What follows belongs to an exercise in optimizing a design on an open flow for small area, a short achievable clock period and few clock cycles; a production flow would make more cautious choices.
In this exercise RTL edits were held to simulation tests only and were not proved equivalent to the original.
No activity file was given, so power comes from the tool's default toggle rates.

==> flow/design.v <==
`default_nettype none
module mips32_pipe_core_p #(
    parameter int XLEN       = 32,
    parameter int ADDR_W     = 10,
    parameter int RESET_PC   = 0,
    parameter int FORWARD_EN = 1,
    parameter int CNT_W      = 32
) (
    input  logic              clock,
    input  logic              reset,
    output logic [ADDR_W-1:0] imem_addr,
    input  logic [31:0]       imem_rdata,
    output logic [ADDR_W-1:0] dmem_addr,
    output logic [XLEN-1:0]   dmem_wdata,
    output logic              dmem_we,
    input  logic [XLEN-1:0]   dmem_rdata,
    output logic              halted,
    output logic [CNT_W-1:0]  retired
);
    localparam logic [5:0] c_OP_ADD   = 6'b000000, c_OP_SUB  = 6'b000001, c_OP_AND  = 6'b000010;
    localparam logic [5:0] c_OP_OR    = 6'b000100, c_OP_SLT  = 6'b000101, c_OP_MUL  = 6'b000110;
    localparam logic [5:0] c_OP_LW    = 6'b001000, c_OP_SW   = 6'b001001, c_OP_ADDI = 6'b001010;
    localparam logic [5:0] c_OP_SUBI  = 6'b001011, c_OP_SLTI = 6'b001100, c_OP_BNEQZ = 6'b001101;
    localparam logic [5:0] c_OP_BEQZ  = 6'b001110, c_OP_HLT  = 6'b111111;
    logic [XLEN-1:0]   r_rf [32];
    logic [ADDR_W-1:0] r_pc;
    logic              r_fetch_stop, r_halted;
    logic [CNT_W-1:0]  r_retired;
    logic              r_ifid_valid;
    logic [31:0]       r_ifid_ir;
    logic [ADDR_W-1:0] r_ifid_pc;
    logic              r_idex_valid, r_idex_we, r_idex_cnt;
    logic [5:0]        r_idex_op;
    logic [4:0]        r_idex_rs, r_idex_rt, r_idex_dst;
    logic [XLEN-1:0]   r_idex_a, r_idex_b, r_idex_imm;
    logic [ADDR_W-1:0] r_idex_npc;
    logic              r_exmem_valid, r_exmem_we, r_exmem_cnt;
    logic [5:0]        r_exmem_op;
    logic [4:0]        r_exmem_dst;
    logic [XLEN-1:0]   r_exmem_alu, r_exmem_sdata;
    logic              r_memwb_valid, r_memwb_we, r_memwb_cnt, r_memwb_hlt;
    logic [4:0]        r_memwb_dst;
    logic [XLEN-1:0]   r_memwb_wdata;
    logic [5:0]      w_op;
    logic [4:0]      w_rs, w_rt, w_rd, w_dst;
    logic            w_use_rs, w_use_rt, w_we, w_cnt;
    logic [XLEN-1:0] w_imm, w_rs_val, w_rt_val;
    logic            w_wb_wr, w_hit_ex, w_hit_mem, w_hit_wb, w_hazard, w_stall, w_id_hlt;
    assign w_op  = r_ifid_ir[31:26];
    assign w_rs  = r_ifid_ir[25:21];
    assign w_rt  = r_ifid_ir[20:16];
    assign w_rd  = r_ifid_ir[15:11];
    assign w_imm = XLEN'($signed(r_ifid_ir[15:0]));
    always_comb begin
        w_use_rs = 1'b0;
        w_use_rt = 1'b0;
        w_we     = 1'b0;
        w_cnt    = 1'b1;
        w_dst    = w_rd;
        case (w_op)
            c_OP_ADD, c_OP_SUB, c_OP_AND, c_OP_OR, c_OP_SLT, c_OP_MUL: begin
                w_use_rs = 1'b1;
                w_use_rt = 1'b1;
                w_we     = 1'b1;
            end
            c_OP_ADDI, c_OP_SUBI, c_OP_SLTI, c_OP_LW: begin
                w_use_rs = 1'b1;
                w_we     = 1'b1;
                w_dst    = w_rt;
            end
            c_OP_SW: begin
                w_use_rs = 1'b1;
                w_use_rt = 1'b1;
            end
            c_OP_BNEQZ, c_OP_BEQZ: w_use_rs = 1'b1;
            c_OP_HLT:              w_cnt    = 1'b1;
            default:               w_cnt    = 1'b0;
        endcase
        if (w_dst == 5'd0) w_we = 1'b0;
    end
    assign w_wb_wr  = r_memwb_valid && r_memwb_we;
    assign w_rs_val = (w_rs == 5'd0) ? '0 :
                      (w_wb_wr && r_memwb_dst == w_rs) ? r_memwb_wdata : r_rf[w_rs];
    assign w_rt_val = (w_rt == 5'd0) ? '0 :
                      (w_wb_wr && r_memwb_dst == w_rt) ? r_memwb_wdata : r_rf[w_rt];
    assign w_hit_ex  = r_idex_valid && r_idex_we &&
                       ((w_use_rs && w_rs == r_idex_dst) || (w_use_rt && w_rt == r_idex_dst));
    assign w_hit_mem = r_exmem_valid && r_exmem_we &&
                       ((w_use_rs && w_rs == r_exmem_dst) || (w_use_rt && w_rt == r_exmem_dst));
    assign w_hit_wb  = r_memwb_valid && r_memwb_we &&
                       ((w_use_rs && w_rs == r_memwb_dst) || (w_use_rt && w_rt == r_memwb_dst));
    assign w_hazard  = (FORWARD_EN != 0) ? (w_hit_ex && r_idex_op == c_OP_LW)
                                         : (w_hit_ex || w_hit_mem || w_hit_wb);
    logic            w_fa_mem, w_fa_wb, w_fb_mem, w_fb_wb, w_taken;
    logic [XLEN-1:0] w_ex_a, w_ex_b, w_alu;
    logic [ADDR_W-1:0] w_target;
    assign w_fa_mem = (FORWARD_EN != 0) && r_exmem_valid && r_exmem_we &&
                      r_exmem_op != c_OP_LW && r_exmem_dst == r_idex_rs;
    assign w_fa_wb  = (FORWARD_EN != 0) && w_wb_wr && r_memwb_dst == r_idex_rs;
    assign w_fb_mem = (FORWARD_EN != 0) && r_exmem_valid && r_exmem_we &&
                      r_exmem_op != c_OP_LW && r_exmem_dst == r_idex_rt;
    assign w_fb_wb  = (FORWARD_EN != 0) && w_wb_wr && r_memwb_dst == r_idex_rt;
    assign w_ex_a   = w_fa_mem ? r_exmem_alu : (w_fa_wb ? r_memwb_wdata : r_idex_a);
    assign w_ex_b   = w_fb_mem ? r_exmem_alu : (w_fb_wb ? r_memwb_wdata : r_idex_b);
    always_comb begin
        w_alu = '0;
        case (r_idex_op)
            c_OP_ADD:           w_alu = w_ex_a + w_ex_b;
            c_OP_SUB:           w_alu = w_ex_a - w_ex_b;
            c_OP_AND:           w_alu = w_ex_a & w_ex_b;
            c_OP_OR:            w_alu = w_ex_a | w_ex_b;
            c_OP_SLT:           w_alu = XLEN'($signed(w_ex_a) < $signed(w_ex_b));
            c_OP_MUL:           w_alu = w_ex_a * w_ex_b;
            c_OP_ADDI, c_OP_LW, c_OP_SW: w_alu = w_ex_a + r_idex_imm;
            c_OP_SUBI:          w_alu = w_ex_a - r_idex_imm;
            c_OP_SLTI:          w_alu = XLEN'($signed(w_ex_a) < $signed(r_idex_imm));
            default:            w_alu = '0;
        endcase
    end
    assign w_taken  = r_idex_valid && ((r_idex_op == c_OP_BEQZ  && w_ex_a == '0) ||
                                       (r_idex_op == c_OP_BNEQZ && w_ex_a != '0));
    assign w_target = r_idex_npc + ADDR_W'(r_idex_imm);
    assign w_stall  = r_ifid_valid && w_hazard && !w_taken;
    assign w_id_hlt = r_ifid_valid && w_op == c_OP_HLT && !w_taken;
    always_ff @(posedge clock) begin
        if (reset) begin
            r_pc          <= ADDR_W'(RESET_PC);
            r_fetch_stop  <= 1'b0;
            r_halted      <= 1'b0;
            r_retired     <= '0;
            r_ifid_valid  <= 1'b0;
            r_idex_valid  <= 1'b0;
            r_exmem_valid <= 1'b0;
            r_memwb_valid <= 1'b0;
            for (int i = 0; i < 32; i++) r_rf[i] <= '0;
        end else if (!r_halted) begin
            if (w_taken) begin
                r_pc         <= w_target;
                r_ifid_valid <= 1'b0;
            end else if (!w_stall) begin
                if (w_id_hlt || r_fetch_stop) begin
                    r_ifid_valid <= 1'b0;
                end else begin
                    r_ifid_valid <= 1'b1;
                    r_ifid_ir    <= imem_rdata;
                    r_ifid_pc    <= r_pc;
                    r_pc         <= r_pc + ADDR_W'(1);
                end
            end
            if (w_id_hlt) r_fetch_stop <= 1'b1;
            r_idex_valid <= r_ifid_valid && !w_taken && !w_stall;
            r_idex_op    <= w_op;
            r_idex_rs    <= w_rs;
            r_idex_rt    <= w_rt;
            r_idex_dst   <= w_dst;
            r_idex_we    <= w_we;
            r_idex_cnt   <= w_cnt;
            r_idex_a     <= w_rs_val;
            r_idex_b     <= w_rt_val;
            r_idex_imm   <= w_imm;
            r_idex_npc   <= r_ifid_pc + ADDR_W'(1);
            r_exmem_valid <= r_idex_valid;
            r_exmem_op    <= r_idex_op;
            r_exmem_dst   <= r_idex_dst;
            r_exmem_we    <= r_idex_we;
            r_exmem_cnt   <= r_idex_cnt;
            r_exmem_alu   <= w_alu;
            r_exmem_sdata <= w_ex_b;
            r_memwb_valid <= r_exmem_valid;
            r_memwb_dst   <= r_exmem_dst;
            r_memwb_we    <= r_exmem_we;
            r_memwb_cnt   <= r_exmem_cnt;
            r_memwb_hlt   <= r_exmem_op == c_OP_HLT;
            r_memwb_wdata <= (r_exmem_op == c_OP_LW) ? dmem_rdata : r_exmem_alu;
            if (w_wb_wr) r_rf[r_memwb_dst] <= r_memwb_wdata;
            if (r_memwb_valid && r_memwb_cnt && r_retired != '1) r_retired <= r_retired + CNT_W'(1);
            if (r_memwb_valid && r_memwb_hlt) r_halted <= 1'b1;
        end
    end
    assign imem_addr  = r_pc;
    assign dmem_addr  = ADDR_W'(r_exmem_alu);
    assign dmem_wdata = r_exmem_sdata;
    assign dmem_we    = r_exmem_valid && r_exmem_op == c_OP_SW && !r_halted && !reset;
    assign halted     = r_halted;
    assign retired    = r_retired;
endmodule
`default_nettype wire
==> flow/run.sh <==
#!/bin/bash
# synth_recipe.tcl (not shown) runs the flow's synth.tcl, then flattens the netlist and writes it again
# the make line also repeats each setting of config.mk as NAME=value (left out here)
make -C /OpenROAD-flow-scripts/flow DESIGN_CONFIG=/design/flow/config.mk WORK_HOME=/design/flow/orfs CLKGATE_MAP_FILE= SYNTH_SCRIPT=/design/flow/synth_recipe.tcl finish
==> flow/config.mk <==
export PLATFORM = sky130hd
export DESIGN_NAME = mips32_pipe_core_p
export DESIGN_NICKNAME = mips32_pipe_core_p
export VERILOG_FILES = /design/flow/design.v
export SDC_FILE = /design/flow/constraint.sdc
export NUM_CORES = 4
export LEC_CHECK = 0
export CAP_MARGIN = 20
export CORE_MARGIN = 2
export CORE_UTILIZATION = 40
export SLEW_MARGIN = 20
==> flow/constraint.sdc <==
create_clock -name core_clock -period 12.0 [get_ports {clock}]
set_input_delay 2.4000 -clock core_clock [delete_from_list [all_inputs] [get_ports {clock}]]
set_output_delay 2.4000 -clock core_clock [all_outputs]
set_load 0.01 [all_outputs]
==> summary.md <==
| Metric | Value |
|---|---|
| Status | `finished clean` |
| Crit path max fanout | `17` |
| Top_reg_cell synth | `edfxtp_1` |
| Skew final | `60.4 ps` |
| Tightest hold margin | `424 ps` |
| Initial Util | `0.403` |
| Area grow syn2layout | `11.2%` |
| H-tree lvl count | `4` |
| First-pass GRT wire length | `487000 um` |
| Num ports | `152` |
| Die width | `480 um` |
| Synth Instances | `7308` |
| Slew HR | `0.183` |
| DRC viols | `0` |
| Slew @ Worst Pin | `1210 ps` |
| Hold Crit Class | `reg -> reg` |
| Fin crit period | `11120 ps` |
| Fill count | `20401` |
| Largest net degree at the start of global routing | `109` |
| Final #Nets | `roughly 8000` |
| DR iter-0 viols | `8278` |
| Data arrival time of the critical path | `11660 ps` |
| Sequential Area | `39900 sq um` |
| Crit share post-route | `0.927` |
| Setup TNS Final | `0 ps` |
| Max incr delay on CP | `790 ps` |
| Final setup violating endpoints | `0` |
| Worst reg2reg path depth | `30` |
| DIE AREA | `230000 sq um` |
| FF-to-FF End | `r_exmem_alu[30]` |
| Critical Path RT | `12540 ps` |
| RSZ-0062 raised after global routing | `false` |
| Final wirelength | `~350000 um` |
| Cell Area, Synth | `90600 sq um` |
| Root buffer cell | `clkbuf_16` |
| Crit start category | `register` |
| Via count | `around 64000` |
| Port bufs | `151` |
| Max VDD drop | `about 0.0012 V` |
| Max_cap viols | `0` |
| Synth Net Count | `8081` |
| Initial antenna violation count | `29` |
| Power Density | `311 nW/um^2` |
| Antenna Nets Post-Route | `0` |
| Top cell by count, worst path | `fa_1` |
| Multi-input logic area | `between 40000 and 50000 sq um` |
| Skew-Pair Late Insertion Delay | `850 ps` |
| Post-CTS Hold Fix Bufs | `0` |
| #FFs+latches synth | `1344` |
| Num CTS Buffers | `155` |
| Hold path cells | `0` |
| Number of synthesized flops with an enable pin | `around 1300` |
| Core ar. | `225000 sq um` |
| Std cell rows | `174` |
| Yosys cell types | `91` |
| Critical path type | `reg -> reg` |
| Async SR Flop Fraction | `0` |
| Via/cell ratio | `6.12` |
| End point of the worst hold path | `r_idex_imm[4]` |
| Grt ovf | `0` |
| R2R Setup Slk | `880 ps` |
| Die height | `approximately 480 um` |
| Syn Area/Cell | `between 10 and 15 sq um` |
| Total power | `31300 uW` |
| Fin. max-slew vios | `0` |
| DP HPWL | `around 230000 um` |
| Setup Fix Bufs, Post-CTS | `0` |
| Pre-antenna DRT Iters | `6` |
| Layout cells sized above 1 | `0.169` |
| Leakage | `a little under 0.04 uW` |
| Final hold violations | `0` |
| Slowest-stage cell, CP | `or4_1` |
| Vias in the first global route | `64599` |
| Sequential area share after synthesis | `0.440` |
| Endpoint type of the worst setup path | `register` |
| Gp weighted congestion | `0.993` |
| CTS tree | `built` |
| Worst-path clk slew | `60 ps` |
| CTS Buffer Depth | `3` |
| Ys Warns | `1` |
| Peak Freq | `89.9 MHz` |
| GRT Util Overall | `0.300` |
| Post-CTS sizing | `0` |
| HP Start | `r_ifid_ir[4]` |
| FF-to-FF Start | `r_idex_rs[4]` |
| Clock Sinks | `1344` |
| WL/cell | `33.6 um` |
==> kinds of logic (layout without fill, tap and decap cells) <==
group / count (synthesis) / in the layout / synth area share
and+or+nand+nor: 2371 / 2371 / 0.136
DFF: 1344 / 1344 / 0.440
buffers and inverters: 1091 / 1172 / 0.0473
muxes: 771 / 771 / 0.162
AOI/OAI and AO/OA: 766 / 766 / 0.0574
adders and majority gates: 707 / 707 / 0.132
xor gates and xnor gates: 258 / 258 / 0.0259
other: 0 / 10 / 0
==> worst max path at each step <==
| stage | slack (ps) | endpoint | depth (start not counted) | start |
|---|---|---|---|---|
| 2_1_floorplan | 440 | dmem_we | 4 | reset |
| 3_3_place_gp | 1130 | r_exmem_alu[30] | 36 | r_exmem_op[5] |
| 3_5_place_dp | 1030 | r_exmem_alu[30] | 30 | r_idex_rs[4] |
| 4_1_cts | 1000 | r_exmem_alu[30] | 30 | r_idex_rs[4] |
| 5_1_grt | 570 | r_exmem_alu[30] | 36 | r_exmem_op[5] |
| 6_report | 880 | r_exmem_alu[30] | 30 | r_idex_rs[4] |
==> where the power goes <==
group          switching, uW  internal (uW)  total, uW  leakage, uW
Sequential               235           5400       5640       0.0137
Combinational          12800           8120      20900       0.0224
Clock                   2110           2670       4770      0.00246
Total                  15100          16200      31300       0.0385
==> area by class of cell <==
class                           count  area share
Antenna cell                       10    0.000248
Clock buffer                      189      0.0404
Clock inverter                     93     0.00968
Inverter                          510      0.0190
Multi-Input combinational cell   4873       0.464
Sequential cell                  1344       0.396
Tap cell                         2992      0.0371
Timing Repair Buffer              380      0.0334
==> registers in the layout, indices dropped and copies added, names as in the netlist, 5 cells and up <==
name           flops
r_exmem_sdata     32
r_memwb_wdata     32
r_ifid_ir         32
r_idex_rs          5
r_idex_op          6
r_exmem_dst        5
r_idex_npc        10
r_idex_a          32
r_exmem_op         6
r_idex_imm        16
r_idex_rt          5
r_ifid_pc         10
r_retired         32
r_exmem_alu       32
r_rf            1024
r_idex_dst         5
r_memwb_dst        5
r_pc              10
r_idex_b          32
==> cells in the final DEF (no fill, tap or decap), types with 33 or more instances in the layout <==
| cell type | synthesis | routed |
|---|---|---|
| o22ai_1 | 47 | 46 |
| edfxtp_1 | 1296 | 1296 |
| xor2_1 | 86 | 86 |
| nor3_1 | 57 | 56 |
| a221oi_1 | 45 | 45 |
| inv_1 | 480 | 480 |
| a21oi_1 | 188 | 188 |
| a21o_1 | 38 | 38 |
| a211oi_1 | 67 | 67 |
| buf_4 | 19 | 218 |
| mux2_2 | 67 | 67 |
| clkbuf_16 | 0 | 156 |
| clkinv_1 | 9 | 37 |
| nor2_1 | 550 | 513 |
| ha_1 | 296 | 296 |
| nor2_4 | 4 | 39 |
| and2_1 | 1033 | 1033 |
| mux4_2 | 546 | 546 |
| fa_1 | 411 | 411 |
| mux2i_1 | 157 | 157 |
| o21ai_0 | 155 | 154 |
| nand2b_1 | 38 | 38 |
| nand3_1 | 75 | 73 |
| xnor2_1 | 165 | 164 |
| nand2_1 | 413 | 412 |
| nor4_1 | 33 | 33 |
| or2_2 | 37 | 37 |
| clkdlybuf4s50_1 | 0 | 150 |
| dfxtp_1 | 48 | 48 |
==> routing by layer <==
metal / GRT usage / part of all wire
met1: 0.369 / 0.36
met2: 0.476 / 0.46
met3: 0.0714 / 0.10
met4: 0.188 / 0.074
met5: 0 / 0.00033
==> synth_stat cells, types with 16 or more instances <==
library cell	count	area share
edfxtp_1	1296	0.43
and2_1	1033	0.071
nor2_1	550	0.023
mux4_2	546	0.14
inv_1	480	0.020
clkbuf_1	430	0.018
nand2_1	413	0.017
fa_1	411	0.091
ha_1	296	0.041
a21oi_1	188	0.010
xnor2_1	165	0.016
mux2i_1	157	0.017
o21ai_0	155	0.0086
buf_1	95	0.0039
xor2_1	86	0.0083
nand3_1	75	0.0041
a211oi_1	67	0.0055
mux2_2	67	0.0083
nor3_1	57	0.0031
dfxtp_1	48	0.011
o22ai_1	47	0.0032
a221oi_1	45	0.0043
a21o_1	38	0.0031
nand2b_1	38	0.0026
or2_2	37	0.0026
nor4_1	33	0.0023
o221ai_1	31	0.0030
buf_2	28	0.0015
nand4_1	28	0.0019
a31o_2	27	0.0026
o211ai_1	27	0.0022
and3_1	23	0.0016
nor2b_1	22	0.0015
or3_1	22	0.0015
buf_4	19	0.0016
inv_2	19	0.00079
o21bai_1	19	0.0016
o21a_1	18	0.0015
a31oi_1	16	0.0011
==> stage by stage <==
stage / instance area (sq um) / instances / worst slack (ps) / util
finish: 101000 / 10391 / 876 / 0.448
global route: 101000 / 10383 / 568 / 0.448
CTS: 101000 / 10380 / 1000 / 0.448
detailed placement: 95700 / 10098 / 1030 / 0.425
global placement: 95700 / 10097 / 1130 / 0.425
floorplan: 90600 / 7308 / 441 / -
==> critical path: cells and delay by family, from the launching register on <==
kind	cells	cell delay [ps]
AO/OA/AOI/OAI	8	3110
XOR/XNOR	1	180
adder cells (fa/ha/maj)	9	4240
buffers and inverters	6	800
flip-flops	1	420
AND/OR/NAND/NOR	6	2100
Testbench counts, summed over its fixed seeds: cycles 82,102.

static timing again, ports no longer ideal:
The results above use ideal ports. As a check the final layout listed here was re-extracted and re-timed, cells and wires unchanged.
Step 1 assumes that a clkbuf_16 drives the clock port and a buf_2 every other input.
Step 2 times the ports against the registers' clock, not the clock port: input delays grow and output delays shrink by t, the midpoint of the rising clock arrivals with the driver on.
Three values: ideal ports, drivers, drivers and shift; two values: the first two.
shift t [ns]: 0.904
setup WS [ns]: 0.876 / 0.876 / 0.876
worst setup path at the end: register to register
clock arrival spread, ns: 0.065 / 0.066
After both steps setup and hold are still met in this run. The setup slack of this run moves by 0.000 ns with the drivers and by 0.000 ns with both steps.
